This is an optimization exercise on Yosys and OpenROAD, whose aim is small area, a short achievable clock period and few clock cycles per item, not a production implementation.
Function was checked by simulation only, so behaviour that the tests miss may differ from the original.
Power figures rest on the tool's default switching activity, not on a simulated workload.

File: design/flow/design.v
package fp_addsub_pkg;
  typedef struct packed {
    logic                 sign;
    logic [8-1:0] exp;
    logic [23-1:0] frac;
  } fp_word_t;
  typedef struct packed {
    fp_word_t a;
    fp_word_t b;
    logic     sub;    
  } fp_op_t;
  typedef struct packed {
    logic overflow;
    logic underflow;
    logic inexact;
  } fp_flags_t;
  typedef struct packed {
    fp_word_t  value;
    fp_flags_t flags;
  } fp_res_t;
  typedef enum logic [2:0] {
    IDLE,
    PRE_NORMALIZING,
    OPERATION,
    NORMALIZING,
    SHIFTING_EXPONENT,
    ROUNDING,
    RESULT,
    RELEASE
  } lane_state_t;
endpackage
module fp_addsub_top (
  input  logic        clk,
  input  logic        rst_n,
  input  logic        in_req,
  output logic        in_ack,
  input  logic [64:0] in_op,      
  output logic        out_req,
  input  logic        out_ack,
  output logic [34:0] out_res     
);
  logic v1, v2, v3, rq, acc;
  logic xfer, pair, ready, accept, mv23;
  assign xfer    = v3 & rq & out_ack;              
  assign out_req = v3 & (rq | ~out_ack);
  assign pair    = (v1 & v2) | (v1 & v3) | (v2 & v3);
  assign ready   = ~pair | xfer;                   
  assign in_ack  = in_req & (acc | ready);
  assign accept  = in_req & ~acc & ready;
  assign mv23    = v2 & ~v3;                       
  always_ff @(posedge clk) begin
    if (!rst_n) begin
      v1  <= 1'b0;
      v2  <= 1'b0;
      v3  <= 1'b0;
      rq  <= 1'b0;
      acc <= 1'b0;
    end else begin
      v1  <= accept;
      v2  <= v1 | (v2 & ~mv23);
      v3  <= mv23 | (v3 & ~xfer);
      rq  <= out_req & ~out_ack;
      acc <= in_req & in_ack;
    end
  end
  logic        a_s, b_s, op_sub;
  logic [7:0]  a_e, b_e;
  logic [22:0] a_f, b_f;
  logic        a_nz, b_nz, b_gt, a_ge_e, swap, s_nz;
  logic [7:0]  d_ab, d_ba;
  logic [4:0]  sh_ab, sh_ba;
  logic        sign_a, subx_a, l_nz_a;
  logic [7:0]  l_e_a;
  logic [22:0] l_f_a;
  logic [23:0] s_m_a;
  logic [4:0]  sh_a;
  always_comb begin
    {a_s, a_e, a_f, b_s, b_e, b_f, op_sub} = in_op;
  end
  pfx_gt #(31) cmp_i (.a({a_e, a_f}), .b({b_e, b_f}), .gt(b_gt));
  bk_add #(8) dab_i (.a(a_e), .b(~b_e), .cin(1'b1), .s(d_ab), .cout(a_ge_e));
  bk_add #(8) dba_i (.a(b_e), .b(~a_e), .cin(1'b1), .s(d_ba), .cout());
  always_comb begin
    a_nz   = |a_e;
    b_nz   = |b_e;
    swap   = b_gt & b_nz;
    sign_a = swap ? (b_s ^ op_sub) : a_s;
    subx_a = a_s ^ b_s ^ op_sub;
    l_nz_a = a_nz | b_nz;
    l_e_a  = swap ? b_e : a_e;
    l_f_a  = (swap ? b_f : a_f) & {23{l_nz_a}};
    s_nz   = swap ? a_nz : b_nz;
    s_m_a  = {s_nz, (swap ? a_f : b_f) & {23{s_nz}}};
    sh_ab  = ((|d_ab[7:5]) | (d_ab[4:0] > 5'd26)) ? 5'd27 : d_ab[4:0];
    sh_ba  = ((|d_ba[7:5]) | (d_ba[4:0] > 5'd26)) ? 5'd27 : d_ba[4:0];
    sh_a   = a_ge_e ? sh_ab : sh_ba;
  end
  logic        sign1, subx1, l_nz1;
  logic [7:0]  l_e1;
  logic [22:0] l_f1;
  logic [23:0] s_m1;
  logic [4:0]  sh1;
  always_ff @(posedge clk) begin
    sign1 <= sign_a;
    subx1 <= subx_a;
    l_nz1 <= l_nz_a;
    l_e1  <= l_e_a;
    l_f1  <= l_f_a;
    s_m1  <= s_m_a;
    sh1   <= sh_a;
  end
  logic [26:0] s_sh, al;
  logic        sticky, c_b;
  logic [26:0] s_b;
  logic [27:0] sum_b;
  always_comb begin
    s_sh   = {s_m1, 3'b000} >> sh1;
    sticky = 1'b0;
    for (int j = 0; j < 24; j++) begin
      if (5'(j + 3) < sh1) sticky = sticky | s_m1[j];
    end
    al = {s_sh[26:1], s_sh[0] | sticky};
  end
  sk_add #(27) add_i (.a({l_nz1, l_f1, 3'b000}), .b(al ^ {27{subx1}}), .cin(subx1),
                      .s(s_b), .cout(c_b));
  assign sum_b = {c_b & ~subx1, s_b};
  logic        sign2, subx2;
  logic [7:0]  l_e2;
  logic [27:0] sum2;
  always_ff @(posedge clk) begin
    if (v1) begin
      sign2 <= sign1;
      subx2 <= subx1;
      l_e2  <= l_e1;
      sum2  <= sum_b;
    end
  end
  logic        carry, zero, uf, ov, up, lost, rc, kill, g, rs, wsel;
  logic [23:0] keep;
  logic [22:0] rnd;
  logic [4:0]  lz;
  logic [31:0] lzx;
  logic [26:0] norm;
  logic [7:0]  e_f, le1;
  logic        sign_d;
  logic [7:0]  e_d;
  logic [22:0] f_d;
  logic [2:0]  fl_d;
  logic [15:0] z1;  logic [15:0]   c1;
  logic [7:0]  z2;  logic [7:0][1:0] c2;
  logic [3:0]  z3;  logic [3:0][2:0] c3;
  logic [1:0]  z4;  logic [1:0][3:0] c4;
  always_comb begin
    lzx = {sum2[26:0], 5'b11111};
    for (int k = 0; k < 16; k++) begin
      z1[k] = ~lzx[2*k+1] & ~lzx[2*k];
      c1[k] = ~lzx[2*k+1];
    end
    for (int k = 0; k < 8; k++) begin
      z2[k] = z1[2*k+1] & z1[2*k];
      c2[k] = z1[2*k+1] ? {1'b1, c1[2*k]} : {1'b0, c1[2*k+1]};
    end
    for (int k = 0; k < 4; k++) begin
      z3[k] = z2[2*k+1] & z2[2*k];
      c3[k] = z2[2*k+1] ? {1'b1, c2[2*k]} : {1'b0, c2[2*k+1]};
    end
    for (int k = 0; k < 2; k++) begin
      z4[k] = z3[2*k+1] & z3[2*k];
      c4[k] = z3[2*k+1] ? {1'b1, c3[2*k]} : {1'b0, c3[2*k+1]};
    end
    lz = z4[1] ? {1'b1, c4[0]} : {1'b0, c4[1]};
  end
  always_comb begin
    carry = sum2[27];
    zero  = (sum2 == 28'd0);
    norm  = sum2[26:0] << lz;                  
    if (carry) begin
      keep = sum2[27:4];
      g    = sum2[3];
      rs   = |sum2[2:0];
    end else if (sum2[26]) begin
      keep = sum2[26:3];
      g    = sum2[2];
      rs   = |sum2[1:0];
    end else begin
      keep = sum2[25:2];
      g    = sum2[1];
      rs   = sum2[0];
    end
    up   = g & (rs | keep[0]);
    lost = g | rs;
    rc   = up & (&keep);
    wsel = carry | sum2[26] | sum2[25];
  end
  bk_add #(23) rnd_i (.a(keep[22:0]), .b(23'd0), .cin(up), .s(rnd), .cout());
  bk_add #(8)  le1_i (.a(l_e2), .b(8'd0), .cin(1'b1), .s(le1), .cout());
  bk_add #(8)  ef_i  (.a(le1), .b(carry ? 8'h00 : {3'b111, ~lz}), .cin(rc), .s(e_f), .cout());
  always_comb begin
    if (carry)          ov = (l_e2 >= 8'd254) | ((l_e2 == 8'd253) & rc);
    else if (sum2[26])  ov = (l_e2 == 8'd255) | ((l_e2 == 8'd254) & rc);
    else if (sum2[25])  ov = (l_e2 == 8'd255) & rc;
    else                ov = 1'b0;
    uf   = ~zero & ~carry & (l_e2[7:5] == 3'd0) & (l_e2[4:0] <= lz);
    kill = uf | ov;
    sign_d = zero ? (sign2 & ~subx2) : sign2;
    e_d    = ov ? 8'hff : ((zero | uf) ? 8'd0 : e_f);
    f_d    = kill ? 23'd0 : (wsel ? rnd : norm[25:3]);
    fl_d   = {ov, uf, lost | kill};
  end
  logic        sign3;
  logic [7:0]  e3;
  logic [22:0] f3;
  logic [2:0]  fl3;
  always_ff @(posedge clk) begin
    if (mv23) begin
      sign3 <= sign_d;
      e3    <= e_d;
      f3    <= f_d;
      fl3   <= fl_d;
    end
  end
  assign out_res = {sign3, e3, f3, fl3};
endmodule
module bk_add #(parameter int N = 8) (
  input  logic [N-1:0] a,
  input  logic [N-1:0] b,
  input  logic         cin,
  output logic [N-1:0] s,
  output logic         cout
);
  logic [N-1:0] p, gg, pp;
  always_comb begin
    p     = a ^ b;
    gg    = a & b;
    pp    = p;
    gg[0] = gg[0] | (p[0] & cin);
    for (int l = 0; (1 << l) < N; l++) begin
      for (int i = (2 << l) - 1; i < N; i += (2 << l)) begin
        gg[i] = gg[i] | (pp[i] & gg[i - (1 << l)]);
        pp[i] = pp[i] & pp[i - (1 << l)];
      end
    end
    for (int l = 30; l >= 0; l--) begin
      if ((2 << l) <= N) begin
        for (int i = 3 * (1 << l) - 1; i < N; i += (2 << l)) begin
          gg[i] = gg[i] | (pp[i] & gg[i - (1 << l)]);
          pp[i] = pp[i] & pp[i - (1 << l)];
        end
      end
    end
    s[0] = p[0] ^ cin;
    for (int i = 1; i < N; i++) s[i] = p[i] ^ gg[i - 1];
    cout = gg[N - 1];
  end
endmodule
module sk_add #(parameter int N = 8) (
  input  logic [N-1:0] a,
  input  logic [N-1:0] b,
  input  logic         cin,
  output logic [N-1:0] s,
  output logic         cout
);
  logic [N-1:0] p, gg, pp;
  always_comb begin
    p     = a ^ b;
    gg    = a & b;
    pp    = p;
    gg[0] = gg[0] | (p[0] & cin);
    for (int l = 0; (1 << l) < N; l++) begin
      for (int i = 0; i < N; i++) begin
        if ((i & (1 << l)) != 0) begin
          gg[i] = gg[i] | (pp[i] & gg[(i & ~((1 << l) - 1)) - 1]);
          pp[i] = pp[i] & pp[(i & ~((1 << l) - 1)) - 1];
        end
      end
    end
    s[0] = p[0] ^ cin;
    for (int i = 1; i < N; i++) s[i] = p[i] ^ gg[i - 1];
    cout = gg[N - 1];
  end
endmodule
module pfx_gt #(parameter int N = 8) (
  input  logic [N-1:0] a,
  input  logic [N-1:0] b,
  output logic         gt
);
  logic [N-1:0] gg, tt;
  always_comb begin
    gg = b & ~a;
    tt = b | ~a;
    for (int l = 0; (1 << l) < N; l++) begin
      for (int i = (2 << l) - 1; i < N; i += (2 << l)) begin
        gg[i] = gg[i] | (tt[i] & gg[i - (1 << l)]);
        tt[i] = tt[i] & tt[i - (1 << l)];
      end
    end
    for (int l = 30; l >= 0; l--) begin
      if ((2 << l) <= N) begin
        for (int i = 3 * (1 << l) - 1; i < N; i += (2 << l)) begin
          gg[i] = gg[i] | (tt[i] & gg[i - (1 << l)]);
          tt[i] = tt[i] & tt[i - (1 << l)];
        end
      end
    end
    gt = gg[N - 1];
  end
endmodule
File: design/flow/run.sh
#!/bin/bash
# synth_recipe.tcl (not shown) runs the flow's synth.tcl, then flattens the netlist and writes it again
# the make line also repeats each setting of config.mk as NAME=value (left out here)
make -C /OpenROAD-flow-scripts/flow DESIGN_CONFIG=/design/flow/config.mk WORK_HOME=/design/flow/orfs CLKGATE_MAP_FILE= SYNTH_SCRIPT=/design/flow/synth_recipe.tcl finish
File: design/flow/config.mk
export PLATFORM = sky130hd
export DESIGN_NAME = fp_addsub_top
export DESIGN_NICKNAME = fp_addsub_top
export VERILOG_FILES = /design/flow/design.v
export SDC_FILE = /design/flow/constraint.sdc
export NUM_CORES = 4
export LEC_CHECK = 0
export ABC_AREA = 1
export CAP_MARGIN = 20
export CORE_MARGIN = 2
export CORE_UTILIZATION = 40
export SETUP_SLACK_MARGIN = 3.0
export SLEW_MARGIN = 20
export TNS_END_PERCENT = 5
File: design/flow/constraint.sdc
create_clock -name core_clock -period 6.5 [get_ports {clk}]
set_input_delay 1.3000 -clock core_clock [delete_from_list [all_inputs] [get_ports {clk}]]
set_output_delay 1.3000 -clock core_clock [all_outputs]
set_load 0.01 [all_outputs]
==> results of run 1 <==
## state kept, by name (all words and copies together), names as in the netlist, 3 cells and up
register / count
sum2: 28
s_m1: 24
f3: 23
l_f1: 23
e3: 8
l_e1: 8
l_e2: 8
sh1: 5
fl3: 3
## cell type report
class / count / area [µm²] / share of cell area (%)
tap: 396 / 495.5 / 3.157
timing repair inverter: 3 / 20.02 / 0.1276
timing repair buffer: 200 / 2037 / 12.98
inverter: 223 / 914.6 / 5.827
clock inverter: 10 / 76.32 / 0.4863
multi-input combinational: 1407 / 8087 / 51.52
clock buffer: 22 / 495.5 / 3.157
sequential: 141 / 3570 / 22.74
## worst max path at each step
stage	end	startpoint	depth (start not counted)
6_report	sum2[8]	sh1[2]	23
5_1_grt	sum2[8]	sh1[2]	23
4_1_cts	e3[7]	sum2[26]	20
3_5_place_dp	l_e1[3]	in_op[16]	20
3_3_place_gp	l_e1[3]	in_op[16]	20
2_1_floorplan	sum2[27]	sh1[0]	18
## power by group through the flow
| stage | Clock, mW | Sequential (mW) | Combinational (mW) |
|---|---|---|---|
| final | 0.948 | 1.18 | 1.75 |
| after global routing | 1.01 | 1.19 | 1.96 |
| after CTS | 0.962 | 1.17 | 1.53 |
| after detailed placement | 0 | 1.19 | 1.40 |
| after global placement | 0 | 1.19 | 1.39 |
| after floorplan | 0 | 1.16 | 1.06 |
## repair_timing
action,CTS,global route
endpoints found under the setup margin,123,118
pin swaps,14,35
resized for setup,94,164
setup buffers,23,50
cloned,8,10
## cell usage in the layout (no fill, tap or decap), drive strengths merged, types with 2 or more instances in the layout
master,instances
clkbuf,28
o31ai,2
a211oi,5
nand4,10
o21bai,5
xnor2,8
and2,3
fa,15
nand3b,3
a21boi,4
nand2,521
dfxtp,68
clkinvlp,9
a21oi,112
a22oi,12
clkdlybuf4s50,94
a221oi,5
nor3,25
or2,7
ha,71
buf,90
clkinv,9
o211ai,13
o221ai,4
a31oi,9
a22o,3
o21ai,134
inv,218
dlymetal6s2s,7
nor2,190
o22ai,5
mux2i,3
edfxtp,73
nor4,2
dlygate4sd2,3
nand3,187
xor2,42
a21o,3
## critical path, delay by kind of cell (launching register included)
kind	cells	cell delay, ns
buffers and inverters	5	0.41
adders and majority gates	3	0.87
DFF	1	0.39
AOI/OAI and AO/OA	4	0.42
and+or+nand+nor	11	1.27
## kinds of logic (layout without fill, tap and decap cells)
| kind of cell | Yosys count | after routing | share of synthesized area, % |
|---|---|---|---|
| compound gates | 320 | 320 | 14.70 |
| xor+xnor | 50 | 50 | 3.575 |
| fa+ha+maj | 86 | 86 | 9.704 |
| buf+inv | 300 | 458 | 10.27 |
| flops | 141 | 141 | 29.01 |
| mux | 3 | 3 | 0.2452 |
| simple gates | 941 | 948 | 32.50 |
## layer usage
| layer | vias to the layer above | share of wire, % |
|---|---|---|
| met3 | 130 | 5.4 |
| met1 | 5737 | 43 |
| met2 | 525 | 47 |
| met4 | 0 | 5.0 |
| met5 | - | 0 |
| li1 | 6365 | - |
==> results_dict.tcl, run 1 <==
set metrics [dict create \
    drc 0 \
    critPathRequiredTime_ns 6.69 \
    seq_area_frac_synth_pct 29.01 \
    crit_top_cell "nand2_1" \
    intPower_mw 2.329 \
    fp.dieH_um 179.0 \
    ys_warn_count 38 \
    insertion_delay_ns 0.44 \
    layout.nets 2148 \
    syn2layout_area_growth_pct 28.13 \
    drv_cap 0 \
    rsz0062_at_grt "true" \
    drive_gt1_share_pct 15.80 \
    met2_usage_pct 39.09 \
    maxSlewHeadroom_pct 36.34 \
    setup_viol 0 \
    rows 64 \
    synth_edf_count 73 \
    n_antenna_cell 0 \
    drt-total-wl_mm 39.24 \
    synth-seq-cells 141 \
    wire_per_inst_um 16.34 \
    synth_common_cells "nand2_1 (506), inv_1 (209), nand3_1 (186)" \
    synth_top_area_share_pct 17.90 \
    min_from "l_e1[4]" \
    rr_endpoint "sum2[8]" \
    fillers 3026 \
    reg2reg_depth 23 \
    path_class "register to register" \
    r2r_slack_ns 2.91 \
    cts_buffers 17 \
    final_cells 2402 \
    die_area_mm2 0.03204 \
    drt-vias-per-instance 5.311 \
    finClkSkew_ns 0.01231 \
    setup-tns-final_ns 0 \
    async_flop_share_pct 0 \
    clock_path_buffers 2 \
    syn_inst 1841 \
    combPwrFrac_pct 45.2 \
    die_x_um 179.0 \
    holdPathEnd "l_e2[4]" \
    path_cells "buf_12 -> clkinvlp_4 -> nor2_4 -> inv_2 -> o31ai_2 -> nand3_1 -> o21ai_0 -> nand4_1 -> nand2_1 -> a21oi_1 -> nor2_1 -> a21oi_1 -> nor2_1 -> ha_2 -> ha_4 -> nand2_1 -> nand3b_1 -> nand2_2 -> nand2_1 -> nand2_2 -> inv_2 -> fa_2 -> inv_1" \
    synth_top_cell_by_area "edfxtp_1" \
    worst_pin_slew_ns 0.9526 \
    finalCriticalPeriod_ns 3.586 \
    ant_nets 0 \
    cts_tree "built" \
    seqPwrFrac_pct 30.4 \
    grt_pass1_wl_mm 59.15 \
    use_met1_pct 30.89 \
    slew_violations 0 \
    leakagePower_nw 7.449 \
    fmax_mhz 278.8 \
    critical_path.startpoint_type "register" \
    r2r-start "sh1[2]" \
    core_mm2 0.03035 \
    io_buffers 105 \
    drtPass1Iterations 5 \
    gr-usage-all-layers_pct 23.47 \
    htreeDepth 4 \
    gp_congestion 0.9615 \
    clock-sinks 141 \
    top_level_ports 106 \
    whs_path_depth 0 \
    syn_area_mm2 0.01225 \
    cp-end-kind "register" \
    cp_slowest_cell "fa_2" \
    critPathArrivalTime_ns 3.78 \
    fin_area_mm2 0.01570 \
    busiest_layer "met2" \
    p_sw_mw 1.552 \
    synth_ff_type "edfxtp_1" \
    ir_worst_vdd_mv 0.1998 \
    syn_avg_cell_area_um2 6.654 \
    grt_pass1_vias 11528 \
    initial_utilization_pct 40.36 \
    root_buffer "clkbuf_16" \
    grt.overflow.total 0 \
    grt_max_degree 52 \
    power_density_mw_per_mm2 247.3 \
    switching_share_pct 39.98 \
    synthTopCellsByArea "edfxtp_1 (18%), nand2_1 (16%), dfxtp_1 (11%)" \
    clock_power_share_pct 24.4 \
    worstPathMaxFanout 5 \
    antenna_found_initial 0 \
    vias 12757 \
    cts.clk_slew.worst_paths_ns 0.06 \
    cpPeakStageDelay_ns 0.51 \
    status "complete, no violations" \
    cts_hold_buf 0 \
    hold_violations 0 \
    hold_slack_ns 0.4036 \
    period_share_pct 55.18 \
    synth_fp_nets 1996 \
    yosysMostFrequentCell "nand2_1" \
    drtIter0Drc 1226 \
    place_area_mm2 0.01350 \
    finalPower_mw 3.881 \
    place_worst_setup_slack_ns 1.404 \
    fin_util_pct 51.72 \
    met3_usage_pct 2.460 \
    hold_class "register to register" \
    dpl.hpwl_mm 27.11 \
    synth_cell_type_count 58 \
    placedCellCount 2279 \
    fin_ws_ns 2.914 \
]
Testbench counts, summed over its fixed seeds: cycles 9,608, items 3,200.
==> run 2, diff against run 1 <==
==> design/flow/flow/run.sh (new file) <==
#!/bin/bash
set -e
echo 'export BUFFER_PORTS_ARGS = -buffer_cell sky130_fd_sc_hd__buf_2' >> config.mk
bash standard.sh > standard.log 2>&1
==> design/flow/standard.sh (new file) <==
#!/bin/bash
# synth_recipe.tcl (not shown) runs the flow's synth.tcl, then flattens the netlist and writes it again
# the make line also repeats each setting of config.mk as NAME=value (left out here)
make -C /OpenROAD-flow-scripts/flow DESIGN_CONFIG=/design/flow/config.mk WORK_HOME=/design/flow/orfs CLKGATE_MAP_FILE= SYNTH_SCRIPT=/design/flow/synth_recipe.tcl "${@:-finish}"
--- a/design/flow/config.mk
+++ b/design/flow/config.mk
@@ -12,3 +12,4 @@
 export SETUP_SLACK_MARGIN = 3.0
 export SLEW_MARGIN = 20
 export TNS_END_PERCENT = 5
+export BUFFER_PORTS_ARGS = -buffer_cell sky130_fd_sc_hd__buf_2
removed: design/flow/run.sh
==> results_dict.tcl, run 2 <==
set metrics [dict create \
    status "complete, no violations" \
    slew_violations 0 \
    cts.clk_slew.worst_paths_ns 0.06 \
    layout_commonest_cell "nand2_1" \
    maxSlewHeadroom_pct 35.18 \
    worst_pin_slew_ns 0.9700 \
    place_area_mm2 0.01297 \
    syn_inst 1841 \
    final_cells 2412 \
    cp_slowest_cell "dfxtp_4" \
    critical_path.startpoint_type "register" \
    cpPeakStageDelay_ns 0.37 \
    synth_edf_count 73 \
    placedCellCount 2278 \
    clock_path_buffers 2 \
    finClkSkew_ns 0.01165 \
    antenna_found_initial 0 \
    n_antenna_cell 0 \
    syn_area_mm2 0.01225 \
    setup-tns-final_ns 0 \
    gr-usage-all-layers_pct 23.58 \
    hold_slack_ns 0.4076 \
    crit_top_cell "nand2_1" \
    path_class "register to register" \
    grt_pass1_wl_mm 59.45 \
    insertion_delay_ns 0.44 \
    wire_per_inst_um 16.85 \
    grt_max_degree 64 \
    synth_top_cell_by_area "edfxtp_1" \
    gp_congestion 0.9278 \
    fin_area_mm2 0.01533 \
    top_level_ports 106 \
    drt-vias-per-instance 5.367 \
    leakagePower_nw 7.453 \
    rows 64 \
    critPathArrivalTime_ns 3.77 \
    ys_warn_count 38 \
    vias 12945 \
    synth_common_cells "nand2_1 (506), inv_1 (209), nand3_1 (186)" \
    cts_hold_buf 0 \
    hold_violations 0 \
    grt_pass1_vias 11440 \
    drc 0 \
    power_density_mw_per_mm2 257.1 \
    rsz0062_at_grt "true" \
    top_register "sum2" \
    finalPower_mw 3.942 \
    drt-total-wl_mm 40.64 \
    drv_cap 0 \
    fp.dieH_um 179.0 \
    synth_ff_type "edfxtp_1" \
    drtIter0Drc 1299 \
    synth_top_area_share_pct 17.90 \
    root_buffer "clkbuf_16" \
    seq_area_frac_synth_pct 29.01 \
    worstPathMaxFanout 9 \
    htreeDepth 4 \
    cts_tree "built" \
    clock-sinks 141 \
    drive_gt1_share_pct 21.97 \
    cp-end-kind "register" \
    layout.nets 2158 \
    synthTopCellsByArea "edfxtp_1 (18%), nand2_1 (16%), dfxtp_1 (11%)" \
    fmax_mhz 278.8 \
    hold_class "register to register" \
    largest_register_ffs 28 \
    drtPass1Iterations 6 \
    path_cells "buf_12 -> buf_16 -> nand2_1 -> nand3_1 -> nand3_2 -> nand2_1 -> nand2_1 -> o21ai_0 -> a21oi_1 -> xor2_1 -> inv_1 -> ha_4 -> inv_2 -> o21ai_2 -> a21oi_2 -> inv_2 -> a211oi_4 -> nand2_2 -> buf_6 -> xor2_1" \
    top_regs "sum2 (28), s_m1 (24)" \
    reg2reg_depth 20 \
    synth_cell_type_count 58 \
    initial_utilization_pct 40.36 \
    async_flop_share_pct 0 \
    final_cell_mix "nand2_1 (475), inv_1 (190), nand3_1 (176)" \
    setup_viol 0 \
    syn_avg_cell_area_um2 6.654 \
    core_mm2 0.03035 \
    synth_fp_nets 1996 \
    ant_nets 0 \
    period_share_pct 55.18 \
    dpl.hpwl_mm 27.66 \
    io_buffers 105 \
    whs_path_depth 0 \
    synth-seq-cells 141 \
    die_area_mm2 0.03204 \
    syn2layout_area_growth_pct 25.16 \
    cts_buffers 17 \
    ir_worst_vdd_mv 0.2020 \
    die_x_um 179.0 \
    yosysMostFrequentCell "nand2_1" \
    critPathRequiredTime_ns 6.68 \
    finalCriticalPeriod_ns 3.587 \
    grt.overflow.total 0 \
]
run 2: timing repair:
item                       CTS  global route
resized for setup           84           188
setup endpoints to repair  114           115
pin swaps                   16            73
buffers inserted            19            65
gates cloned                 8            10
run 2: report_power, final:
group          leakage (nW)  internal (mW)  switching (mW)
logic                  5.93          0.696            1.10
registers              1.24           1.09          0.0990
clock network         0.276          0.540           0.425
total                  7.45           2.32            1.62
run 2: path summary, 6_finish.rpt:
check	slack, ns	start	endpoint
max reg2reg	2.91	sh1[0]	sum2[16]
max	2.91	sh1[0]	sum2[16]
min	0.41	l_e1[4]	l_e2[4]
min reg2reg	0.41	l_e1[4]	l_e2[4]
run 2: final cells by class:
type | count | area [µm²]
fill | 3008 | 15020
multi-input combinational | 1405 | 8130
sequential | 141 | 3571
timing repair buffer | 212 | 1634
inverter | 223 | 918.4
tap | 396 | 495.5
clock buffer | 22 | 488.0
clock inverter | 10 | 73.82
timing repair inverter | 3 | 20.02
run 2: routing by layer:
metal  part of all wire, %  wire, µm  track usage [%]  vias to the layer above
met3                   6.6      2702            2.969                      131
met1                    42     17260            31.33                     5821
met4                   4.0      1621            9.417                        0
li1                      -         -                -                     6388
met5                     0         0                0                        -
met2                    47     19060            38.78                      605
run 2: critical path, delay by kind of cell (launching register included):
kind                     cells  cell delay [ns]
adder cells (fa/ha/maj)      1             0.24
AND/OR/NAND/NOR              6             0.67
flip-flops                   1             0.37
buffers and inverters        6             0.72
XOR/XNOR                     2             0.34
AO/OA/AOI/OAI                5             1.00
run 2: logic make-up (layout without fill, tap and decap cells):
group	after synthesis	after routing	synth area share [%]
AO/OA/AOI/OAI	320	320	14.70
XOR/XNOR	50	50	3.575
adder cells (fa/ha/maj)	86	86	9.704
buffers and inverters	300	470	10.27
flip-flops	141	141	29.01
multiplexers	3	3	0.2452
AND/OR/NAND/NOR	941	946	32.50
run 2: per-stage QoR:
| step | utilization (%) | setup slack [ns] |
|---|---|---|
| global route | 50.52 | 2.726 |
| finish | 50.52 | 2.913 |
| detailed placement | 42.73 | 1.881 |
| global placement | 42.73 | 1.922 |
| floorplan | - | 3.042 |
| CTS | 46.26 | 2.822 |
==> run 3, diff against run 2 <==
--- a/design/flow/config.mk
+++ b/design/flow/config.mk
@@ -8,7 +8,7 @@
 export ABC_AREA = 1
 export CAP_MARGIN = 20
 export CORE_MARGIN = 2
-export CORE_UTILIZATION = 40
+export CORE_UTILIZATION = 60
 export SETUP_SLACK_MARGIN = 3.0
 export SLEW_MARGIN = 20
 export TNS_END_PERCENT = 5
==> results_dict.tcl, run 3 <==
set metrics [dict create \
    grt_pass1_vias 11661 \
    cts.clk_slew.worst_paths_ns 0.06 \
    ys_warn_count 38 \
    vias 13126 \
    critPathRequiredTime_ns 6.69 \
    placedCellCount 2152 \
    layout.nets 2137 \
    synth_fp_nets 1996 \
    insertion_delay_ns 0.44 \
    core_mm2 0.02010 \
    syn_inst 1841 \
    ant_nets 0 \
    syn_avg_cell_area_um2 6.654 \
    critical_path.startpoint_type "register" \
    seq_area_frac_synth_pct 29.01 \
    dpl.hpwl_mm 25.65 \
    cts_tree "built" \
    drv_cap 0 \
    cp_slowest_cell "nor3_1" \
    combPwrFrac_pct 44.5 \
    intPower_mw 2.273 \
    leakagePower_nw 7.314 \
    gr-usage-all-layers_pct 32.86 \
    cpPeakStageDelay_ns 0.44 \
    synth_top_cell_by_area "edfxtp_1" \
    die_area_mm2 0.02157 \
    initial_utilization_pct 60.93 \
    grt_max_degree 64 \
    synth_cell_type_count 58 \
    cp-end-kind "register" \
    setup_viol 0 \
    drc 0 \
    period_share_pct 55.59 \
    top_regs "sum2 (28), s_m1 (24)" \
    largest_register_ffs 28 \
    worst_pin_slew_ns 0.9052 \
    p_sw_mw 1.603 \
    io_buffers 105 \
    cts_hold_buf 0 \
    n_antenna_cell 0 \
    root_buffer "clkbuf_16" \
    final_cells 2265 \
    setup-tns-final_ns 0 \
    grt_pass1_wl_mm 57.13 \
    status "complete, no violations" \
    synthTopCellsByArea "edfxtp_1 (18%), nand2_1 (16%), dfxtp_1 (11%)" \
    wire_per_inst_um 16.75 \
    syn_area_mm2 0.01225 \
    cts_buffers 17 \
    ir_worst_vdd_mv 0.1884 \
    path_cells "bufbuf_16 -> o21ai_4 -> nand2_1 -> o21ai_0 -> mux2i_1 -> a22o_1 -> xor2_1 -> inv_1 -> ha_1 -> inv_1 -> nor3_1 -> and2_1 -> nand2_4 -> nand2_4 -> nand2_1 -> o21ai_0 -> nor2_1" \
    power_density_mw_per_mm2 262.6 \
    final_cell_mix "nand2_1 (488), inv_1 (199), nand3_1 (184)" \
    finalCriticalPeriod_ns 3.613 \
    drive_gt1_share_pct 18.65 \
    slew_violations 0 \
    synth_common_cells "nand2_1 (506), inv_1 (209), nand3_1 (186)" \
    drtIter0Drc 1622 \
    path_class "register to register" \
    htreeDepth 4 \
    switching_share_pct 41.35 \
    maxSlewHeadroom_pct 39.51 \
    gp_congestion 1.032 \
    synth_ff_type "edfxtp_1" \
    clock-sinks 141 \
    synth_edf_count 73 \
    yosysMostFrequentCell "nand2_1" \
    drt-total-wl_mm 37.94 \
    fmax_mhz 276.7 \
    synth_top_area_share_pct 17.90 \
    die_x_um 146.9 \
    drt-vias-per-instance 5.795 \
    worstPathMaxFanout 9 \
    grt.overflow.total 0 \
    critPathArrivalTime_ns 3.80 \
    drtPass1Iterations 7 \
    seqPwrFrac_pct 30.4 \
    clock_power_share_pct 25.1 \
    hold_violations 0 \
    hold_class "register to register" \
    fp.dieH_um 146.9 \
    syn2layout_area_growth_pct 20.49 \
    antenna_found_initial 0 \
    async_flop_share_pct 0 \
    rsz0062_at_grt "true" \
    finClkSkew_ns 0.01822 \
    top_level_ports 106 \
    top_register "sum2" \
    rows 52 \
    layout_commonest_cell "nand2_1" \
    synth-seq-cells 141 \
    clock_path_buffers 2 \
]
-- run 3: cell counts after synthesis --
Identical to the previous run, type by type.
-- run 3: area by class of cell --
type / count / area (µm²)
Tap cell: 270 / 337.8
Fill cell: 1559 / 5345
Inverter: 223 / 899.6
Clock buffer: 18 / 450.4
Timing Repair Buffer: 190 / 1365
Clock inverter: 14 / 143.9
Sequential cell: 141 / 3567
Timing Repair inverter: 4 / 27.53
Multi-Input combinational cell: 1405 / 7968
-- run 3: stage by stage --
stage	power (mW)	setup WS, ns	hold slack, ns	utilization [%]	cell area [µm²]
floorplan	2.215	3.042	0.3855	-	12250
global placement	2.527	2.006	0.3901	63.72	12810
detailed placement	2.552	1.949	0.3975	63.72	12810
CTS	3.649	2.884	0.4128	69.65	14000
global route	4.093	2.729	0.4215	73.41	14760
finish	3.875	2.887	0.4102	73.41	14760
-- run 3: final timing paths --
path	endpoint	cells past startpoint	start	slack, ns
hold reg to reg	l_e2[4]	0	l_e1[4]	0.41
setup / recovery	sum2[17]	17	sh1[0]	2.89
setup reg to reg	sum2[17]	17	sh1[0]	2.89
hold / removal	l_e2[4]	0	l_e1[4]	0.41
-- run 3: cell families after synthesis --
family / after synthesis / synth area share, %
fa+ha+maj: 86 / 9.704
compound gates: 320 / 14.70
xor+xnor: 50 / 3.575
flops: 141 / 29.01
mux: 3 / 0.2452
simple gates: 941 / 32.50
buf+inv: 300 / 10.27
-- run 3: power by group through the flow --
stage	Combinational [mW]	Sequential, mW	Clock, mW
after floorplan	1.06	1.16	0
after global routing	1.90	1.18	1.01
after detailed placement	1.37	1.18	0
final	1.72	1.18	0.974
after CTS	1.50	1.17	0.979
after global placement	1.34	1.18	0
-- run 3: worst max-delay path, delay by kind of cell, from the launching register on --
| family | cells | cell delay [ns] |
|---|---|---|
| simple gates | 7 | 1.13 |
| compound gates | 4 | 0.71 |
| buf+inv | 3 | 0.43 |
| flops | 1 | 0.37 |
| fa+ha+maj | 1 | 0.33 |
| mux | 1 | 0.20 |
| xor+xnor | 1 | 0.19 |
-- run 3: routing by layer --
metal  global-route usage (%)  wire length (µm)
met5                        0                 0
met1                    40.36             14970
met3                    4.658              2831
met2                    55.68             18060
met4                    18.40              2080
-- run 3: timing repair --
item                       4_1_cts  5_1_grt
cloned                          11        4
pin swaps                       10       32
setup endpoints to repair      113      115
gates resized for setup         74      125
buffers inserted                27       39
==> run 4, diff against run 3 <==
--- a/design/flow/config.mk
+++ b/design/flow/config.mk
@@ -8,8 +8,8 @@
 export ABC_AREA = 1
 export CAP_MARGIN = 20
 export CORE_MARGIN = 2
-export CORE_UTILIZATION = 60
-export SETUP_SLACK_MARGIN = 3.0
+export CORE_UTILIZATION = 40
+export SETUP_SLACK_MARGIN = 3.3
 export SLEW_MARGIN = 20
 export TNS_END_PERCENT = 5
 export BUFFER_PORTS_ARGS = -buffer_cell sky130_fd_sc_hd__buf_2
==> results_dict.tcl, run 4 <==
set metrics [dict create \
    fin_area_mm2 0.01510 \
    whs_path_depth 0 \
    synth_xor_area_share_pct 3.575 \
    clock_path_buffers 2 \
    syn2layout_area_growth_pct 23.29 \
    synth_common_cells "nand2_1 (506), inv_1 (209), nand3_1 (186)" \
    syn_area_mm2 0.01225 \
    gr-usage-all-layers_pct 24.45 \
    critPathArrivalTime_ns 3.76 \
    wire_per_inst_um 16.14 \
    ant_nets 0 \
    syn_inst 1841 \
    cts_tree "built" \
    core_mm2 0.03035 \
    drt-vias-per-instance 5.247 \
    ys_warn_count 38 \
    rsz0062_at_grt "true" \
    place_area_mm2 0.01305 \
    setup-tns-final_ns 0 \
    largest_register_ffs 28 \
    synthSimpleGateAreaFrac_pct 32.50 \
    yosys.area_share.adder_pct 9.704 \
    grt_pass1_wl_mm 61.45 \
    drc 0 \
    initial_utilization_pct 40.36 \
    period_share_pct 54.80 \
    synthTopCellsByArea "edfxtp_1 (18%), nand2_1 (16%), dfxtp_1 (11%)" \
    maxSlewHeadroom_pct 33.18 \
    root_buffer "clkbuf_16" \
    synth_fp_nets 1996 \
    fmax_mhz 280.8 \
    insertion_delay_ns 0.45 \
    synth-seq-cells 141 \
    synth_top_family_by_area "simple AND/OR/NAND/NOR gates" \
    top_level_ports 106 \
    power_density_mw_per_mm2 257.2 \
    grt.overflow.total 0 \
    final_cell_mix "nand2_1 (480), inv_1 (190), nand3_1 (182)" \
    antenna_found_initial 0 \
    rr_endpoint "sum2[8]" \
    fp.dieH_um 179.0 \
    leakagePower_nw 7.335 \
    grt_max_degree 64 \
    r2r-start "sh1[1]" \
    async_flop_share_pct 0 \
    htreeDepth 4 \
    synth_cell_type_count 58 \
    top_regs "sum2 (28), s_m1 (24)" \
    yosysMostFrequentCell "nand2_1" \
    drt-total-wl_mm 38.62 \
    reg2reg_depth 20 \
    critical_path.startpoint_type "register" \
    hold_violations 0 \
    finalPower_mw 3.883 \
    r2r_slack_ns 2.94 \
    synth_top_area_share_pct 17.90 \
    cp-end-kind "register" \
    worstPathMaxFanout 5 \
    cts_buffers 17 \
    top_register "sum2" \
    layout_commonest_cell "nand2_1" \
    ir_worst_vdd_mv 0.2010 \
    synth_top_cell_by_area "edfxtp_1" \
    muxShareOfSynthArea_pct 0.2451 \
    hold_class "register to register" \
    cts_hold_buf 0 \
    die_area_mm2 0.03204 \
    status "complete, no violations" \
    path_class "register to register" \
    drtPass1Iterations 8 \
    n_antenna_cell 0 \
    seq_area_frac_synth_pct 29.01 \
    setup_viol 0 \
    rows 64 \
    synth_ff_type "edfxtp_1" \
    grt_pass1_vias 11851 \
    cts.clk_slew.worst_paths_ns 0.07 \
    clock-sinks 141 \
    holdPathEnd "sign2" \
    layout.nets 2139 \
    io_buffers 105 \
    critPathRequiredTime_ns 6.70 \
    worst_pin_slew_ns 1.000 \
    min_from "sign1" \
    dpl.hpwl_mm 27.84 \
    synth_compound_area_share_pct 14.70 \
    slew_violations 0 \
    finClkSkew_ns 0.01961 \
    syn_avg_cell_area_um2 6.654 \
    drtIter0Drc 926 \
    drv_cap 0 \
    vias 12556 \
    synth_edf_count 73 \
    gp_congestion 0.9534 \
    finalCriticalPeriod_ns 3.562 \
    die_x_um 179.0 \
    drive_gt1_share_pct 19.83 \
]
[run 4: cells by family after synthesis]
group           Yosys count
flops                   141
mux                       3
simple gates            941
xor+xnor                 50
compound gates          320
fa+ha+maj                86
buf+inv                 300
[run 4: layout make-up]
| cell class | instances | area (µm²) |
|---|---|---|
| tap | 396 | 495.5 |
| clock inverter | 14 | 132.6 |
| fill | 3074 | 15250 |
| timing repair buffer | 193 | 1469 |
| inverter | 223 | 928.4 |
| sequential | 141 | 3570 |
| multi-input combinational | 1404 | 8029 |
| timing repair inverter | 4 | 27.53 |
| clock buffer | 18 | 450.4 |
[run 4: worst max-delay path by stage]
stage | start | to | slack [ns] | cells after the start
CTS | sh1[1] | sum2[22] | 2.92 | 20
finish | sh1[1] | sum2[8] | 2.94 | 20
global placement | sum2[26] | fl3[0] | 1.99 | 19
global route | sh1[1] | sum2[8] | 2.73 | 20
floorplan | in_op[24] | sh1[1] | 3.22 | 13
detailed placement | sum2[26] | fl3[0] | 1.99 | 19
[run 4: power breakdown]
part           internal (mW)  switching, mW
combinational          0.664           1.06
clock                  0.533          0.455
sequential              1.09         0.0878
[run 4: worst max-delay path: stages (launching register included)]
cell and delay [ns]:
dfxtp_4 0.36, bufbuf_16 0.27, nor2_4 0.16, nand3_1 0.16, a21oi_2 0.15, a31oi_1 0.10, nor4_2 0.22, a21oi_2 0.08
nor2_1 0.11, a21oi_1 0.06, nor2_2 0.17, ha_2 0.22, ha_4 0.13, nand2_1 0.04, nand3b_1 0.17, nand2_2 0.12
nand2_2 0.08, nand2_4 0.11, inv_4 0.04, fa_2 0.53, inv_1 0.04
[run 4: what timing repair did]
item | CTS | global route
buffers inserted | 50 | 17
pin swaps | 31 | 18
resized for setup | 150 | 70
endpoints found under the setup margin | 121 | 118
cloned | 15 | 0
[run 4: layer usage]
layer,share of wire (%),global-route usage (%)
met2,46,41.15
met3,4.8,3.096
met4,4.2,10.64
met5,0,0
met1,45,31.35
[run 4: per-stage QoR]
stage	utilization, %	setup slack (ns)	std cells	hold slack [ns]
floorplan	-	3.215	1841	0.3855
global placement	42.99	1.986	2279	0.3878
detailed placement	42.99	1.986	2279	0.4027
CTS	48.59	2.916	2376	0.4161
global route	49.76	2.730	2393	0.4283
finish	49.76	2.938	2393	0.4103
==> run 5, diff against run 4 <==
==> design/flow/flow/run.sh (replaced) <==
#!/bin/bash
set -e
echo 'export BUFFER_PORTS_ARGS = -buffer_cell sky130_fd_sc_hd__buf_1' >> config.mk
bash standard.sh > standard.log 2>&1
--- a/design/flow/config.mk
+++ b/design/flow/config.mk
@@ -9,7 +9,8 @@
 export CAP_MARGIN = 20
 export CORE_MARGIN = 2
 export CORE_UTILIZATION = 40
+export CTS_BUF_LIST = sky130_fd_sc_hd__clkbuf_4 sky130_fd_sc_hd__clkbuf_8
 export SETUP_SLACK_MARGIN = 3.3
 export SLEW_MARGIN = 20
 export TNS_END_PERCENT = 5
-export BUFFER_PORTS_ARGS = -buffer_cell sky130_fd_sc_hd__buf_2
+export BUFFER_PORTS_ARGS = -buffer_cell sky130_fd_sc_hd__buf_1
==> results_dict.tcl, run 5 <==
set metrics [dict create \
    path_cells "inv_2 -> nand2_2 -> nor3_4 -> nand2_4 -> nor2_8 -> inv_8 -> nor2_4 -> nor2_2 -> buf_6 -> nor2_2 -> ha_1 -> a21oi_1 -> nand2_2 -> nand3_1 -> nand2_1 -> fa_2 -> xor2_1 -> xnor2_1 -> o21ai_1" \
    maxSlewHeadroom_pct 34.28 \
    path_delay_family "simple AND/OR/NAND/NOR gates" \
    drv_cap 0 \
    ant_nets 0 \
    setup-tns-final_ns 0 \
    worst_pin_slew_ns 0.9834 \
    largest_register_ffs 28 \
    cp_slowest_cell "edfxtp_1" \
    placedCellCount 2278 \
    cts_hold_buf 0 \
    drtPass1Iterations 8 \
    clock-sinks 141 \
    syn_inst 1841 \
    synth_top_cell_by_area "edfxtp_1" \
    root_buffer "clkbuf_8" \
    grt.overflow.total 0 \
    grt_pass1_wl_mm 60.41 \
    hold_slack_ns 0.4125 \
    antenna_found_initial 0 \
    dpl.hpwl_mm 27.28 \
    io_buffers 105 \
    hold_violations 0 \
    layout.nets 2192 \
    synth_fp_nets 1996 \
    hold_class "register to register" \
    ir_worst_vdd_mv 0.1402 \
    seq_area_frac_synth_pct 29.01 \
    core_mm2 0.03035 \
    finClkSkew_ns 0.01998 \
    rows 64 \
    yosysMostFrequentCell "nand2_1" \
    die_x_um 179.0 \
    ys_warn_count 38 \
    rsz0062_at_grt "true" \
    period_share_pct 53.50 \
    clock_path_buffers 2 \
    critPathRequiredTime_ns 6.73 \
    htreeDepth 4 \
    top_register "sum2" \
    fmax_mhz 287.6 \
    die_area_mm2 0.03204 \
    n_antenna_cell 0 \
    top_regs "sum2 (28), s_m1 (24)" \
    gp_congestion 0.9351 \
    vias 13008 \
    synth_ff_type "edfxtp_1" \
    worstPathMaxFanout 12 \
    synth_cell_type_count 58 \
    grt_pass1_vias 11387 \
    finalPower_mw 3.825 \
    final_cell_mix "nand2_1 (461), inv_1 (189), nand3_1 (180)" \
    synth_edf_count 73 \
    cts.clk_slew.worst_paths_ns 0.10 \
    cts_tree "built" \
    drive_gt1_share_pct 20.05 \
    grt_max_degree 64 \
    drc 0 \
    finalCriticalPeriod_ns 3.477 \
    synth-seq-cells 141 \
    drtIter0Drc 1296 \
    path_buf_inv 3 \
    layout_commonest_cell "nand2_1" \
    initial_utilization_pct 40.36 \
    syn_area_mm2 0.01225 \
    fp.dieH_um 179.0 \
    drt-total-wl_mm 40.20 \
    status "complete, no violations" \
    critical_path.startpoint_type "register" \
    synth_top_area_share_pct 17.90 \
    synth_common_cells "nand2_1 (506), inv_1 (209), nand3_1 (186)" \
    cp-end-kind "register" \
    top_level_ports 106 \
    leakagePower_nw 7.322 \
    slew_violations 0 \
    syn2layout_area_growth_pct 27.13 \
    wire_per_inst_um 16.43 \
    cpPeakStageDelay_ns 0.44 \
    gr-usage-all-layers_pct 24.07 \
    path_class "register to register" \
    synthTopCellsByArea "edfxtp_1 (18%), nand2_1 (16%), dfxtp_1 (11%)" \
    setup_viol 0 \
    insertion_delay_ns 0.48 \
    drt-vias-per-instance 5.318 \
    async_flop_share_pct 0 \
    cts_buffers 17 \
    final_cells 2446 \
    syn_avg_cell_area_um2 6.654 \
    critPathArrivalTime_ns 3.71 \
    power_density_mw_per_mm2 245.7 \
]
[run 5: layout make-up]
class                      count  area [µm²]
clock inverter                15       187.7
multi-input combinational   1407        8407
inverter                     223       933.4
clock buffer                  17       234.0
fill                        2969       14780
timing repair buffer         242        1712
tap                          396       495.5
timing repair inverter         5       33.78
sequential                   141        3570
[run 5: kinds of logic (layout without fill, tap and decap cells)]
| logic type | count (synthesis) | count (layout) | share of synthesized area (%) |
|---|---|---|---|
| AND/OR/NAND/NOR | 941 | 947 | 32.50 |
| multiplexers | 3 | 3 | 0.2452 |
| adder cells (fa/ha/maj) | 86 | 86 | 9.704 |
| buffers and inverters | 300 | 502 | 10.27 |
| flip-flops | 141 | 141 | 29.01 |
| AO/OA/AOI/OAI | 320 | 321 | 14.70 |
| XOR/XNOR | 50 | 50 | 3.575 |
[run 5: per-stage QoR]
stage	area [µm²]	setup WS [ns]	util (%)
detailed placement	12910	1.909	42.53
floorplan	12340	3.215	-
global placement	12910	1.959	42.53
CTS	14370	2.974	47.34
finish	15570	3.023	51.31
global route	15570	2.863	51.31
[run 5: final timing paths]
kind                            startpoint      end  slack, ns  depth (start not counted)
worst min register to register     l_e1[4]  l_e2[4]       0.41                          0
worst max register to register    sum2[21]    e3[7]       3.02                         19
worst min-delay path               l_e1[4]  l_e2[4]       0.41                          0
worst max-delay path              sum2[21]    e3[7]       3.02                         19
[run 5: metal layers]
layer / share of wire [%] / track usage, %
met1: 43 / 31.85
met2: 47 / 39.92
met3: 5.5 / 3.096
met4: 4.0 / 9.180
met5: 0 / 0
[run 5: power by group]
part / internal, mW / switching, mW / leakage, nW
Clock: 0.334 / 0.432 / 0.217
Sequential: 1.08 / 0.0843 / 1.24
Combinational: 0.743 / 1.15 / 5.86
[run 5: timing repair]
| item | CTS | global route |
|---|---|---|
| hold endpoints to repair | 0 | 0 |
| endpoints found under the setup margin | 122 | 118 |
| gates cloned | 12 | 8 |
| setup buffers | 40 | 76 |
| gates resized for setup | 171 | 150 |
| pin swaps | 37 | 50 |
==> run 6, diff against run 5 <==
--- a/design/flow/design.v
+++ b/design/flow/design.v
@@ -39,28 +39,26 @@
   input  logic        out_ack,
   output logic [34:0] out_res     
 );
-  logic v1, v2, v3, rq, acc;
-  logic xfer, pair, ready, accept, mv23;
+  logic req_d, acc, v2, v3, rq;
+  logic xfer, r1v, ld2;
   assign xfer    = v3 & rq & out_ack;              
   assign out_req = v3 & (rq | ~out_ack);
-  assign pair    = (v1 & v2) | (v1 & v3) | (v2 & v3);
-  assign ready   = ~pair | xfer;                   
-  assign in_ack  = in_req & (acc | ready);
-  assign accept  = in_req & ~acc & ready;
-  assign mv23    = v2 & ~v3;                       
+  assign r1v     = req_d & ~acc;                   
+  assign ld2     = in_req & r1v & (~v2 | xfer);    
+  assign in_ack  = in_req & (acc | ld2);
   always_ff @(posedge clk) begin
     if (!rst_n) begin
-      v1  <= 1'b0;
-      v2  <= 1'b0;
-      v3  <= 1'b0;
-      rq  <= 1'b0;
-      acc <= 1'b0;
+      req_d <= 1'b0;
+      acc   <= 1'b0;
+      v2    <= 1'b0;
+      v3    <= 1'b0;
+      rq    <= 1'b0;
     end else begin
-      v1  <= accept;
-      v2  <= v1 | (v2 & ~mv23);
-      v3  <= mv23 | (v3 & ~xfer);
-      rq  <= out_req & ~out_ack;
-      acc <= in_req & in_ack;
+      req_d <= in_req;
+      acc   <= in_req & in_ack;
+      v2    <= ld2 | (v2 & ~xfer);
+      v3    <= v2 & ~xfer;
+      rq    <= out_req & ~out_ack;
     end
   end
   logic        a_s, b_s, op_sub;
@@ -128,7 +126,7 @@
   logic [7:0]  l_e2;
   logic [27:0] sum2;
   always_ff @(posedge clk) begin
-    if (v1) begin
+    if (ld2) begin
       sign2 <= sign1;
       subx2 <= subx1;
       l_e2  <= l_e1;
@@ -212,12 +210,10 @@
   logic [22:0] f3;
   logic [2:0]  fl3;
   always_ff @(posedge clk) begin
-    if (mv23) begin
-      sign3 <= sign_d;
-      e3    <= e_d;
-      f3    <= f_d;
-      fl3   <= fl_d;
-    end
+    sign3 <= sign_d;
+    e3    <= e_d;
+    f3    <= f_d;
+    fl3   <= fl_d;
   end
   assign out_res = {sign3, e3, f3, fl3};
 endmodule
--- a/design/flow/config.mk
+++ b/design/flow/config.mk
@@ -9,8 +9,7 @@
 export CAP_MARGIN = 20
 export CORE_MARGIN = 2
 export CORE_UTILIZATION = 40
-export CTS_BUF_LIST = sky130_fd_sc_hd__clkbuf_4 sky130_fd_sc_hd__clkbuf_8
-export SETUP_SLACK_MARGIN = 3.3
+export SETUP_SLACK_MARGIN = 3.6
 export SLEW_MARGIN = 20
 export TNS_END_PERCENT = 5
 export BUFFER_PORTS_ARGS = -buffer_cell sky130_fd_sc_hd__buf_1
==> results_dict.tcl, run 6 <==
set metrics [dict create \
    hold_violations 0 \
    synth_cell_type_count 60 \
    grt_pass1_wl_mm 59.89 \
    r2r-start "sh1[0]" \
    top_level_ports 106 \
    period_share_pct 53.83 \
    synth_top_cell_by_area "dfxtp_1" \
    min_from "l_e1[3]" \
    leakagePower_nw 7.092 \
    drv_cap 0 \
    synth-seq-cells 141 \
    top_register "sum2" \
    critPathArrivalTime_ns 3.69 \
    die_area_mm2 0.03138 \
    slew_violations 0 \
    clock_path_buffers 2 \
    dpl.hpwl_mm 27.84 \
    syn2layout_area_growth_pct 23.04 \
    drt-total-wl_mm 39.34 \
    hold_class "register to register" \
    largest_register_ffs 28 \
    worst_pin_slew_ns 1.082 \
    top_regs "sum2 (28), s_m1 (24)" \
    drtIter0Drc 961 \
    combPwrFrac_pct 41.5 \
    rsz0062_at_grt "true" \
    critical_path.startpoint_type "register" \
    cp.depth 21 \
    cts_buffers 17 \
    cpPeakStageDelay_ns 0.50 \
    seqPwrFrac_pct 30.3 \
    path_delay_family "simple AND/OR/NAND/NOR gates" \
    crit_path_end "sum2[8]" \
    finClkSkew_ns 0.01150 \
    power_density_mw_per_mm2 251.0 \
    drt-vias-per-instance 5.339 \
    drc 0 \
    gr-usage-all-layers_pct 23.96 \
    yosysMostFrequentCell "nand2_1" \
    drive_gt1_share_pct 15.64 \
    gp_congestion 0.9208 \
    grt.overflow.total 0 \
    fillers 3037 \
    synth_top_area_share_pct 17.20 \
    core_mm2 0.02956 \
    ir_worst_vdd_mv 0.1950 \
    setup-tns-final_ns 0 \
    critPathRequiredTime_ns 6.69 \
    fin_ws_ns 3.001 \
    drtPass1Iterations 8 \
    synth_common_cells "nand2_1 (523), nand3_1 (219), inv_1 (200)" \
    clock-sinks 141 \
    fp.dieH_um 177.1 \
    reg2reg_depth 21 \
    finalCriticalPeriod_ns 3.499 \
    cts_hold_buf 0 \
    htreeDepth 4 \
    fmax_mhz 285.8 \
    path_cells "buf_12 -> buf_8 -> nand2_4 -> nand3_2 -> nand2_2 -> nor2_2 -> a31oi_2 -> o21ai_2 -> a2111oi_4 -> nand3_1 -> nor3_2 -> ha_2 -> ha_4 -> nand2_1 -> nand3b_1 -> nand2_2 -> nand2_2 -> nand2_4 -> inv_2 -> fa_2 -> inv_1" \
    root_buffer "clkbuf_16" \
    vias 12765 \
    grt_pass1_vias 11442 \
    initial_utilization_pct 40.57 \
    io_buffers 105 \
    place_worst_setup_slack_ns 2.018 \
    worstPathMaxFanout 7 \
    ys_warn_count 38 \
    synthTopCellsByArea "dfxtp_1 (17%), nand2_1 (16%), edfxtp_1 (9.5%)" \
    layout_commonest_cell "nand2_1" \
    synth_edf_count 38 \
    layout.nets 2143 \
    clock_power_share_pct 28.3 \
    cp_slowest_cell "fa_2" \
    syn_avg_cell_area_um2 6.482 \
    ant_nets 0 \
    crit_top_cell "nand2_2" \
    status "complete, no violations" \
    insertion_delay_ns 0.43 \
    antenna_found_initial 0 \
    cts.clk_slew.worst_paths_ns 0.07 \
    cp-end-kind "register" \
    rows 63 \
    final_cell_mix "nand2_1 (490), nand3_1 (211), inv_1 (192)" \
    syn_inst 1850 \
    async_flop_share_pct 0 \
    die_x_um 177.1 \
    intPower_mw 2.216 \
    grt_max_degree 64 \
    switching_share_pct 40.16 \
    n_antenna_cell 0 \
    path_buf_inv 4 \
    cts_tree "built" \
    synth_ff_type "dfxtp_1" \
    seq_area_frac_synth_pct 26.71 \
    r2r_slack_ns 3.00 \
    p_sw_mw 1.487 \
    path_class "register to register" \
    wire_per_inst_um 16.45 \
    synth_fp_nets 2005 \
    maxSlewHeadroom_pct 27.60 \
    rr_endpoint "sum2[8]" \
    setup_viol 0 \
    syn_area_mm2 0.01199 \
    cp-startpoint "sh1[0]" \
]
-- run 6: how the worst min path moves through the flow --
stage / end / slack [ns] / cells past startpoint
after floorplan: l_e2[0] / 0.39 / 0
after global placement: l_e2[2] / 0.39 / 0
after detailed placement: l_e2[3] / 0.39 / 0
after CTS: l_e2[3] / 0.40 / 0
after global routing: l_e2[3] / 0.41 / 0
final: l_e2[3] / 0.40 / 0
-- run 6: final cells by class --
class / count / area [µm²] / share of cell area, %
timing repair buffer: 188 / 1241 / 8.412
sequential: 141 / 3219 / 21.82
inverter: 213 / 870.8 / 5.902
tap: 390 / 488.0 / 3.307
multi-input combinational: 1424 / 8298 / 56.24
clock inverter: 15 / 192.7 / 1.306
timing repair inverter: 3 / 18.77 / 0.1272
clock buffer: 17 / 425.4 / 2.883
-- run 6: through the flow --
step                      hold slack (ns)  utilization (%)  power (mW)  std cells  area, µm²
after CTS                          0.4037            47.03       3.560       2348      13900
after global routing               0.4085            49.91       3.956       2391      14750
final                              0.4014            49.91       3.703       2391      14750
after global placement             0.3863            42.50       2.365       2277      12560
after detailed placement           0.3887            42.50       2.380       2277      12560
after floorplan                    0.3855                -       2.055       1850      12010
-- run 6: kinds of logic after synthesis --
| group | Yosys count | synth area share, % |
|---|---|---|
| adder cells (fa/ha/maj) | 86 | 9.912 |
| AO/OA/AOI/OAI | 293 | 14.34 |
| multiplexers | 2 | 0.1670 |
| AND/OR/NAND/NOR | 986 | 35.06 |
| XOR/XNOR | 49 | 3.579 |
| buffers and inverters | 293 | 10.24 |
| flip-flops | 141 | 26.71 |
-- run 6: power groups by stage --
stage	Sequential (mW)	Clock (mW)	Combinational, mW
final	1.12	1.05	1.54
after global placement	1.14	0	1.22
after detailed placement	1.14	0	1.24
after floorplan	1.13	0	0.927
after CTS	1.12	1.06	1.38
after global routing	1.13	1.10	1.72
-- run 6: worst register-to-register path, stage by stage (launching register included) --
cell       delay, ns
dfxtp_4         0.37
buf_12          0.15
buf_8           0.13
nand2_4         0.06
nand3_2         0.07
nand2_2         0.08
nor2_2          0.04
a31oi_2         0.18
o21ai_2         0.11
a2111oi_4       0.33
nand3_1         0.13
nor3_2          0.21
ha_2            0.23
ha_4            0.13
nand2_1         0.04
nand3b_1        0.16
nand2_2         0.10
nand2_2         0.06
nand2_4         0.09
inv_2           0.04
fa_2            0.51
inv_1           0.03
-- run 6: routing by layer --
metal  vias to the layer above  share of wire (%)  global-route usage (%)
li1                       6354                  -                       -
met1                      5842                 43                   31.61
met2                       482                 48                   40.06
met3                        87                4.9                   2.878
met4                         0                3.7                   8.884
met5                         -                  0                       0
-- run 6: timing repair --
item,4_1_cts,5_1_grt
hold endpoints to repair,0,0
gates cloned,8,8
endpoints found under the setup margin,125,123
gates resized for setup,114,147
buffers inserted,31,35
pin swaps,12,38
Testbench counts of run 6, summed over its fixed seeds: cycles 9,608, items 3,200.
==> run 7, diff against run 6 <==
--- a/design/flow/config.mk
+++ b/design/flow/config.mk
@@ -9,7 +9,7 @@
 export CAP_MARGIN = 20
 export CORE_MARGIN = 2
 export CORE_UTILIZATION = 40
-export SETUP_SLACK_MARGIN = 3.6
+export SETUP_SLACK_MARGIN = 3.0
 export SLEW_MARGIN = 20
 export TNS_END_PERCENT = 5
 export BUFFER_PORTS_ARGS = -buffer_cell sky130_fd_sc_hd__buf_1
==> results_dict.tcl, run 7 <==
set metrics [dict create \
    setup-tns-final_ns 0 \
    synth-seq-cells 141 \
    syn_inst 1850 \
    layout_commonest_cell "nand2_1" \
    initial_utilization_pct 40.57 \
    synthTopCellsByArea "dfxtp_1 (17%), nand2_1 (16%), edfxtp_1 (9.5%)" \
    slew_violations 0 \
    drive_gt1_share_pct 16.16 \
    critPathRequiredTime_ns 6.69 \
    root_buffer "clkbuf_16" \
    top_regs "sum2 (28), s_m1 (24)" \
    seq_area_frac_synth_pct 26.71 \
    cp-end-kind "register" \
    drtIter0Drc 1187 \
    r2r_slack_ns 3.03 \
    syn_avg_cell_area_um2 6.482 \
    finalPower_mw 3.761 \
    r2r-start "sh1[0]" \
    top_register "sum2" \
    drc 0 \
    core_mm2 0.02956 \
    ys_warn_count 38 \
    ant_nets 0 \
    min_from "l_e1[3]" \
    rows 63 \
    grt.overflow.total 0 \
    clock_path_buffers 2 \
    switching_share_pct 40.17 \
    cts_tree "built" \
    largest_register_ffs 28 \
    dpl.hpwl_mm 27.84 \
    yosysMostFrequentCell "nand2_1" \
    hold_violations 0 \
    holdPathEnd "l_e2[3]" \
    setup_viol 0 \
    finClkSkew_ns 0.01198 \
    synth_top_area_share_pct 17.20 \
    antenna_found_initial 0 \
    synth_top_cell_by_area "dfxtp_1" \
    async_flop_share_pct 0 \
    worstPathMaxFanout 17 \
    die_x_um 177.1 \
    synth_fp_nets 2005 \
    power_density_mw_per_mm2 252.1 \
    layout.nets 2165 \
    period_share_pct 53.41 \
    grt_max_degree 64 \
    intPower_mw 2.250 \
    n_antenna_cell 0 \
    ir_worst_vdd_mv 0.1905 \
    synth_cell_type_count 60 \
    rsz0062_at_grt "true" \
    fp.dieH_um 177.1 \
    grt_pass1_vias 11371 \
    syn_area_mm2 0.01199 \
    worst_pin_slew_ns 1.086 \
    critPathArrivalTime_ns 3.66 \
    synth_common_cells "nand2_1 (523), nand3_1 (219), inv_1 (200)" \
    fin_util_pct 50.46 \
    synth_ff_type "dfxtp_1" \
    place_area_mm2 0.01256 \
    whs_path_depth 0 \
    cts.clk_slew.worst_paths_ns 0.07 \
    reg2reg_depth 21 \
    leakagePower_nw 7.197 \
    p_sw_mw 1.511 \
    rr_endpoint "sum2[8]" \
    finalCriticalPeriod_ns 3.472 \
    cts_buffers 17 \
    insertion_delay_ns 0.43 \
    die_area_mm2 0.03138 \
    drt-total-wl_mm 39.39 \
    io_buffers 105 \
    grt_pass1_wl_mm 58.91 \
    htreeDepth 4 \
    drt-vias-per-instance 5.337 \
    seqPwrFrac_pct 29.8 \
    drv_cap 0 \
    maxSlewHeadroom_pct 26.93 \
    drtPass1Iterations 7 \
    hold_class "register to register" \
    top_level_ports 106 \
    final_cell_mix "nand2_1 (496), nand3_1 (212), inv_1 (192)" \
    gp_congestion 0.9208 \
    clock-sinks 141 \
    wire_per_inst_um 16.32 \
    synth_edf_count 38 \
    path_class "register to register" \
    status "complete, no violations" \
    fmax_mhz 288.0 \
    fin_area_mm2 0.01492 \
    critical_path.startpoint_type "register" \
    combPwrFrac_pct 42.4 \
    gr-usage-all-layers_pct 23.61 \
    vias 12879 \
    syn2layout_area_growth_pct 24.39 \
    cts_hold_buf 0 \
    clock_power_share_pct 27.8 \
]
## run 7: worst max path at each step
stage	cells after the start	slack (ns)	from	endpoint
final	21	3.03	sh1[0]	sum2[8]
after global routing	20	2.80	sum2[26]	e3[7]
after CTS	19	2.66	sum2[26]	e3[7]
after detailed placement	18	2.02	sh1[2]	sum2[18]
after global placement	23	2.07	sh1[0]	sum2[17]
after floorplan	4	2.81	in_req	in_ack
## run 7: logic make-up after synthesis
| kind of cell | share of synthesized area [%] |
|---|---|
| AND/OR/NAND/NOR | 35.06 |
| buffers and inverters | 10.24 |
| AO/OA/AOI/OAI | 14.34 |
| flip-flops | 26.71 |
| multiplexers | 0.1670 |
| XOR/XNOR | 3.579 |
| adder cells (fa/ha/maj) | 9.912 |
## run 7: power groups by stage
stage	Clock, mW	Combinational (mW)	Sequential (mW)
5_1_grt	1.10	1.78	1.13
4_1_cts	1.06	1.36	1.12
3_5_place_dp	0	1.24	1.14
2_1_floorplan	0	0.927	1.13
3_3_place_gp	0	1.22	1.14
6_report	1.04	1.60	1.12
## run 7: repair_timing
item	4_1_cts	5_1_grt
gates resized for setup	80	178
buffers inserted	19	70
pin swaps	11	44
cloned	6	9
setup endpoints to repair	115	117
## run 7: cell type report
type	count	area (µm²)
fillers	3006	14640
multi-input cells	1423	8313
flip-flops and latches	141	3219
repair buffers	211	1380
inverters	213	879.6
well taps	390	488.0
clock buffers	17	425.4
clock inverters	15	192.7
repair inverters	3	18.77
## run 7: metal layers
layer / up-vias / GRT usage [%] / share of wire, %
met3: 117 / 3.286 / 5.8
met5: - / 0 / 0
met4: 0 / 9.539 / 4.0
li1: 6393 / - / -
met1: 5844 / 30.95 / 43
met2: 525 / 39.01 / 48
## run 7: worst max-delay path: stages, from the launching register on
cell	delay [ns]
dfxtp_4	0.41
buf_12	0.15
inv_16	0.05
nand2_2	0.06
nand3_2	0.06
nand2_2	0.08
nor2_2	0.04
a31oi_2	0.20
o21ai_2	0.11
a2111oi_4	0.32
nand3_1	0.13
nor3_2	0.21
ha_2	0.23
ha_4	0.13
nand2_1	0.04
nand3b_1	0.16
nand2_2	0.10
nand2_2	0.06
nand2_4	0.09
inv_2	0.04
fa_2	0.50
inv_1	0.03
## run 7: per-stage QoR
| step | std cells | setup WS [ns] | hold WS [ns] |
|---|---|---|---|
| after global placement | 2277 | 2.070 | 0.3863 |
| after floorplan | 1850 | 2.808 | 0.3855 |
| after CTS | 2334 | 2.656 | 0.4037 |
| after detailed placement | 2277 | 2.018 | 0.3887 |
| final | 2413 | 3.028 | 0.4017 |
| after global routing | 2413 | 2.803 | 0.4085 |

## what the ideal ports hide
The results above use ideal ports. As a check the final layouts listed here were re-extracted and re-timed, cells and wires unchanged.
Step 1 (the two cells are an assumption about what drives the block):
set clk [get_ports {clk}]
set_driving_cell -lib_cell sky130_fd_sc_hd__clkbuf_16 $clk
set_driving_cell -lib_cell sky130_fd_sc_hd__buf_2 [delete_from_list [all_inputs] $clk]
Step 2 adds t to the input delays and takes it off the output delays; t is the mean of the earliest and latest rising clock arrival at the registers after step 1. Input paths then give back, and output paths get back, about the clock's delay inside the block.
Three values: no drivers, after step 1, after step 2; two values: the first two.
| run | t, ns | setup slack, ns | latest minus earliest clock arrival (ns) | worst register clock-pin slew, ns | worst data-port slew with drivers (ns) |
|---|---|---|---|---|---|
| run 1 | 0.479 | 2.914 / 2.914 / 2.468 | 0.015 / 0.014 | 0.07 / 0.07 | 0.04 |
| run 2 | 0.485 | 2.913 / 2.913 / 2.638 | 0.012 / 0.012 | 0.07 / 0.07 | 0.03 |
| run 3 | 0.480 | 2.887 / 2.887 / 2.562 | 0.020 / 0.019 | 0.07 / 0.07 | 0.03 |
| run 4 | 0.487 | 2.938 / 2.938 / 2.675 | 0.021 / 0.021 | 0.07 / 0.07 | 0.03 |
| run 5 | 0.516 | 3.023 / 3.023 / 2.688 | 0.021 / 0.021 | 0.10 / 0.10 | 0.03 |
| run 6 | 0.480 | 3.001 / 3.001 / 2.678 | 0.012 / 0.012 | 0.07 / 0.07 | 0.04 |
| run 7 | 0.477 | 3.028 / 3.028 / 2.644 | 0.012 / 0.012 | 0.07 / 0.07 | 0.04 |
After both steps every run listed still meets setup and hold. For run 1, which loses most, drivers alone change the setup slack by 0.000 ns; drivers and shift together by -0.446 ns.
